Background: an optimization exercise with open tools, aiming at small area, a short achievable clock period and few clock cycles per item. Do not read the settings as production practice. The RTL was checked by simulation tests, not by an equivalence proof against the original design. Power and IR drop assume default switching activity.

Setup of run 1:
==> flow/design.v <==
package lpht_pkg;
  localparam int TABLE_SLOTS = 64;
  localparam int SLOT_BITS   = 6;
  localparam int KEY_BITS    = 32;
  localparam int VALUE_BITS  = 32;
  localparam logic [1:0] CMD_INSERT     = 2'd0;
  localparam logic [1:0] CMD_FIND       = 2'd1;
  localparam logic [1:0] CMD_ERASE      = 2'd2;
  localparam logic [1:0] CMD_LOOKUP_ADD = 2'd3;
  localparam logic [1:0] RES_OK       = 2'd0;
  localparam logic [1:0] RES_NOTFOUND = 2'd1;
  localparam logic [1:0] RES_DUP      = 2'd2;
  localparam logic [1:0] RES_FULL     = 2'd3;
endpackage
module linear_probe_hash_table (
  input  logic        clk,
  input  logic        rst_n,
  input  logic        in_tvalid,
  output logic        in_tready,
  input  logic [63:0] in_tdata,    
  input  logic [1:0]  in_tuser,    
  output logic        out_tvalid,
  input  logic        out_tready,
  output logic [39:0] out_tdata,   
  output logic [1:0]  out_tuser    
);
  localparam int N  = 64;
  localparam int QD = 4;    
  function automatic logic [N-1:0] pre_or(input logic [N-1:0] x);
    logic [N-1:0] p;
    p = x;
    for (int d = 1; d < N; d = d * 2) begin
      p = p | (p << d);
    end
    pre_or = p;
  endfunction
  function automatic logic [N-1:0] ffs_circ(input logic [N-1:0] v, input logic [N-1:0] m);
    logic [N-1:0] w, pw, pv;
    w  = v & m;
    pw = pre_or(w);
    pv = pre_or(v);
    ffs_circ = (w & ~(pw << 1)) | (v & ~(pv << 1) & {N{!pw[N-1]}});
  endfunction
  function automatic logic [1:0] first_is_a(input logic [N-1:0] a, input logic [N-1:0] x);
    logic [N-1:0] any, isa;
    any = a | x;
    isa = a;
    for (int w = 1; w < N; w = w * 2) begin
      for (int i = 0; i < N; i += 2 * w) begin
        isa[i] = any[i] ? isa[i] : isa[i + w];
        any[i] = any[i] | any[i + w];
      end
    end
    first_is_a = {any[0], isa[0]};
  endfunction
  function automatic logic first_is_a_circ(input logic [N-1:0] a, input logic [N-1:0] x,
                                           input logic [N-1:0] m);
    logic [1:0] fw, fv;
    fw = first_is_a(a & m, x & m);
    fv = first_is_a(a, x);
    first_is_a_circ = fw[1] ? fw[0] : fv[0];
  endfunction
  logic [31:0]  key_m [N];
  logic [31:0]  val_m [N];
  logic [N-1:0] live_r;
  logic [N-1:0] tomb_r;
  logic         v2_r;
  logic [1:0]   cmd2_r;
  logic [31:0]  key2_r, val2_r;
  logic [N-1:0] match_r;      
  logic [N-1:0] mask_r;       
  logic         eqp_r;        
  logic [N-1:0] s3_r, p3_r;   
  logic         wf3_r;        
  logic         tf3_r;        
  logic         v3_r;
  logic [31:0]  key3_r, val3_r;
  logic [1:0]   st3_r;
  logic         ins3_r, hit3_r;
  logic [39:0]  e_r [QD];
  logic [2:0]   cnt_r;
  logic         ov_r;         
  logic         rdy_r;
  logic [N-1:0] wr3, ts3;
  assign wr3 = s3_r & {N{wf3_r}};
  assign ts3 = p3_r & {N{tf3_r}};
  logic         take;
  logic [31:0]  in_key;
  logic [N-1:0] match1, mask1;
  logic         eqw1;
  assign in_tready = rdy_r;
  assign take      = in_tvalid && rdy_r;
  assign in_key    = in_tdata[31:0];
  assign eqw1      = (in_key == key3_r);
  always_comb begin
    for (int i = 0; i < N; i++) begin
      match1[i] = wr3[i] ? eqw1 : (key_m[i] == in_key);
      mask1[i]  = (6'(i) >= in_key[5:0]);
    end
  end
  always_ff @(posedge clk) begin
    match_r <= match1;
    mask_r  <= mask1;
    eqp_r   <= (in_key == key2_r);
    cmd2_r  <= in_tuser;
    key2_r  <= in_key;
    val2_r  <= in_tdata[63:32];
  end
  logic [N-1:0] live_v, tomb_v, a_vec, n_vec, e_vec, s_oh, p_oh;
  logic         any_s, s_hit, hit;
  logic         c_ins, c_find, c_era, c_lad;
  logic [1:0]   status;
  assign live_v = (live_r | wr3) & ~ts3;
  assign tomb_v = (tomb_r & ~wr3) | ts3;
  assign a_vec  = (wr3 & {N{eqp_r}}) | (~wr3 & live_v & match_r);
  assign n_vec  = ~live_v;
  assign e_vec  = ~live_v & ~tomb_v;
  assign s_oh   = ffs_circ(a_vec | n_vec, mask_r);
  assign p_oh   = ffs_circ(a_vec | e_vec, mask_r);
  assign any_s  = |(a_vec | n_vec);
  assign s_hit  = first_is_a_circ(a_vec, n_vec, mask_r);
  assign hit    = first_is_a_circ(a_vec, e_vec, mask_r);
  assign c_ins  = (cmd2_r == lpht_pkg::CMD_INSERT);
  assign c_find = (cmd2_r == lpht_pkg::CMD_FIND);
  assign c_era  = (cmd2_r == lpht_pkg::CMD_ERASE);
  assign c_lad  = (cmd2_r == lpht_pkg::CMD_LOOKUP_ADD);
  always_comb begin
    if (c_ins) begin
      status = !any_s ? lpht_pkg::RES_FULL : (s_hit ? lpht_pkg::RES_DUP : lpht_pkg::RES_OK);
    end else if (hit) begin
      status = lpht_pkg::RES_OK;
    end else if (c_lad) begin
      status = any_s ? lpht_pkg::RES_OK : lpht_pkg::RES_FULL;
    end else begin
      status = lpht_pkg::RES_NOTFOUND;
    end
  end
  always_ff @(posedge clk) begin
    if (!rst_n) begin
      live_r <= '0;
      tomb_r <= '0;
      wf3_r  <= 1'b0;
      tf3_r  <= 1'b0;
    end else begin
      live_r <= live_v;
      tomb_r <= tomb_v;
      wf3_r  <= v2_r && !c_era && !s_hit && (!c_find || hit);
      tf3_r  <= v2_r && !c_ins && hit && (c_era || !s_hit);
    end
    s3_r   <= s_oh;
    p3_r   <= p_oh;
    key3_r <= key2_r;
    val3_r <= val2_r;
    st3_r  <= status;
    ins3_r <= c_ins;
    hit3_r <= hit;
  end
  logic [31:0] rval, wval;
  logic [5:0]  sidx3;
  logic        ok3;
  always_comb begin
    rval = '0;
    for (int i = 0; i < N; i++) rval = rval | (val_m[i] & {32{p3_r[i]}});
    sidx3 = '0;
    for (int i = 0; i < N; i++) sidx3 = sidx3 | (6'(i) & {6{s3_r[i]}});
  end
  assign wval = ins3_r ? val3_r : (hit3_r ? rval : 32'd0);
  assign ok3  = (st3_r == lpht_pkg::RES_OK);
  always_ff @(posedge clk) begin
    for (int i = 0; i < N; i++) begin
      if (wr3[i]) begin
        key_m[i] <= key3_r;
        val_m[i] <= wval;
      end
    end
  end
  logic        pop;
  logic [2:0]  cnt_nxt, pos;
  logic [39:0] res;
  assign res     = {st3_r, ok3 ? sidx3 : 6'd0, ok3 ? wval : 32'd0};
  assign pop     = ov_r && out_tready;
  assign pos     = cnt_r - {2'b0, pop};
  assign cnt_nxt = pos + {2'b0, v3_r};
  always_ff @(posedge clk) begin
    if (!rst_n) begin
      v2_r  <= 1'b0;
      v3_r  <= 1'b0;
      cnt_r <= 3'd0;
      ov_r  <= 1'b0;
      rdy_r <= 1'b1;
    end else begin
      v2_r  <= take;
      v3_r  <= v2_r;
      cnt_r <= cnt_nxt;
      ov_r  <= (cnt_nxt != 3'd0);
      rdy_r <= (cnt_nxt + {2'b0, v2_r} + {2'b0, take}) < 3'(QD);
    end
    for (int k = 0; k < QD; k++) begin
      if (v3_r && pos == 3'(k)) e_r[k] <= res;
      else if (pop && k < QD - 1) e_r[k] <= e_r[(k + 1) % QD];
    end
  end
  assign out_tvalid = ov_r;
  assign out_tdata  = {2'b00, e_r[0][37:0]};
  assign out_tuser  = e_r[0][39:38];
endmodule
==> flow/config.mk <==
export PLATFORM = sky130hd
export DESIGN_NAME = linear_probe_hash_table
export DESIGN_NICKNAME = linear_probe_hash_table
export VERILOG_FILES = /design/flow/design.v
export SDC_FILE = /design/flow/constraint.sdc
export NUM_CORES = 4
export LEC_CHECK = 0
export CAP_MARGIN = 20
export CORE_MARGIN = 2
export CORE_UTILIZATION = 45
export PLACE_DENSITY = 0.6
export SETUP_SLACK_MARGIN = 5
export SLEW_MARGIN = 20
==> flow/constraint.sdc <==
create_clock -name core_clock -period 10.0 [get_ports {clk}]
set_input_delay 2.0000 -clock core_clock [delete_from_list [all_inputs] [get_ports {clk}]]
set_output_delay 2.0000 -clock core_clock [all_outputs]
set_load 0.01 [all_outputs]
standard.sh (not shown) runs the stock make flow with config.mk's settings and CLKGATE_MAP_FILE= SYNTH_SCRIPT=/design/flow/synth_recipe.tcl, a recipe that flattens the netlist after the stock synthesis.
==> flow/flow/run.sh <==
#!/bin/bash
set -euo pipefail
sed 's/SETUP_SLACK_MARGIN=[0-9.]*/SETUP_SLACK_MARGIN=6.5/' standard.sh > standard_tight.sh
grep -q 'SETUP_SLACK_MARGIN=6.5' standard_tight.sh
bash standard_tight.sh > standard.log 2>&1
No stage failed in run 1, and the final checks on the layout all came back clean.
Testbench counts of run 1, summed over its fixed seeds: cycles 12,024, items 12,000.
--- input diff run 1..run 2 ---
Settings: CORE_UTILIZATION changed from 45 to 60; PLACE_DENSITY changed from 0.6 to 0.72.
==> summary.txt <==
The flow completed for run 2, but it is not clean: the layout still shows antenna rules.
On total power, the higher figure sits with run 1, not run 2.
Relative to run 1, relative contribution of the clock network to total power decreased by 0.6 points in run 2.
Comparing run 1 with run 2, the switching share of total power came out essentially unchanged.
Summary of run 2 over run 1: final cell utilization of the core increased by 17 points relative to the old numbers, routed wire length -2.8%.
Here is what was changed in the inputs of run 3 compared with run 2.
Settings: an added ABC_AREA of 1.
==> summary.txt <==
- No stage failed in run 3, and the final checks on the layout all came back clean.
- Run 3 vs run 2 — routed wire length climbed by a few percent
- In the metrics for run 2 and run 3, the one carrying the lower area added between synthesis and finish is run 3.
- When the final numbers for run 2 and run 3 were put side by side, the post-synthesis xor/xnor area fraction turned out to be greater in run 2.
- Power share of the combinational group delta for run 3 relative to run 2: 0.2 points lower
- Run 3: design area is about 0.6% lower than what run 2 reported.
- [compare] base=run 2 new=run 3: cell count shows an increase of 17%; clock network contribution to total cell area shows no meaningful change.
- Between run 2 and run 3, the met1 demand-to-capacity share in global routing does not differ in any meaningful way.
- From run 2 to run 3, final sequential cell count did not move at all.
- Routed length on met3 (lower): run 2
- For number of clock buffers inserted by TritonCTS, run 2 and run 3 come out practically identical.

-- port drivers added, routing unchanged --
The flow's constraints put no driver on any port. The routed layouts listed below were extracted and timed again, unchanged, in two steps. Step 1 assumes that a clkbuf_16 drives the clock port and a buf_2 every other input. Step 2, shift: input delay + t, output delay - t, t = (earliest + latest rising clock arrival at the registers) / 2. This alone moves slack from input paths to output paths. Slacks: ideal / step 1 / step 2; pairs: ideal / step 1.
run | shift t [ns] | setup WS [ns] | worst data-port slew with drivers (ns)
run 1 | 1.142 | 5.893 / 5.893 / 5.311 | 0.10
run 2 | 1.134 | 6.038 / 6.038 / 5.395 | 0.27
run 3 | 1.120 | 6.306 / 6.345 / 5.228 | 0.16
The setup slack of run 3, which loses most, moves by +0.039 ns with the drivers and by -1.078 ns with both steps.
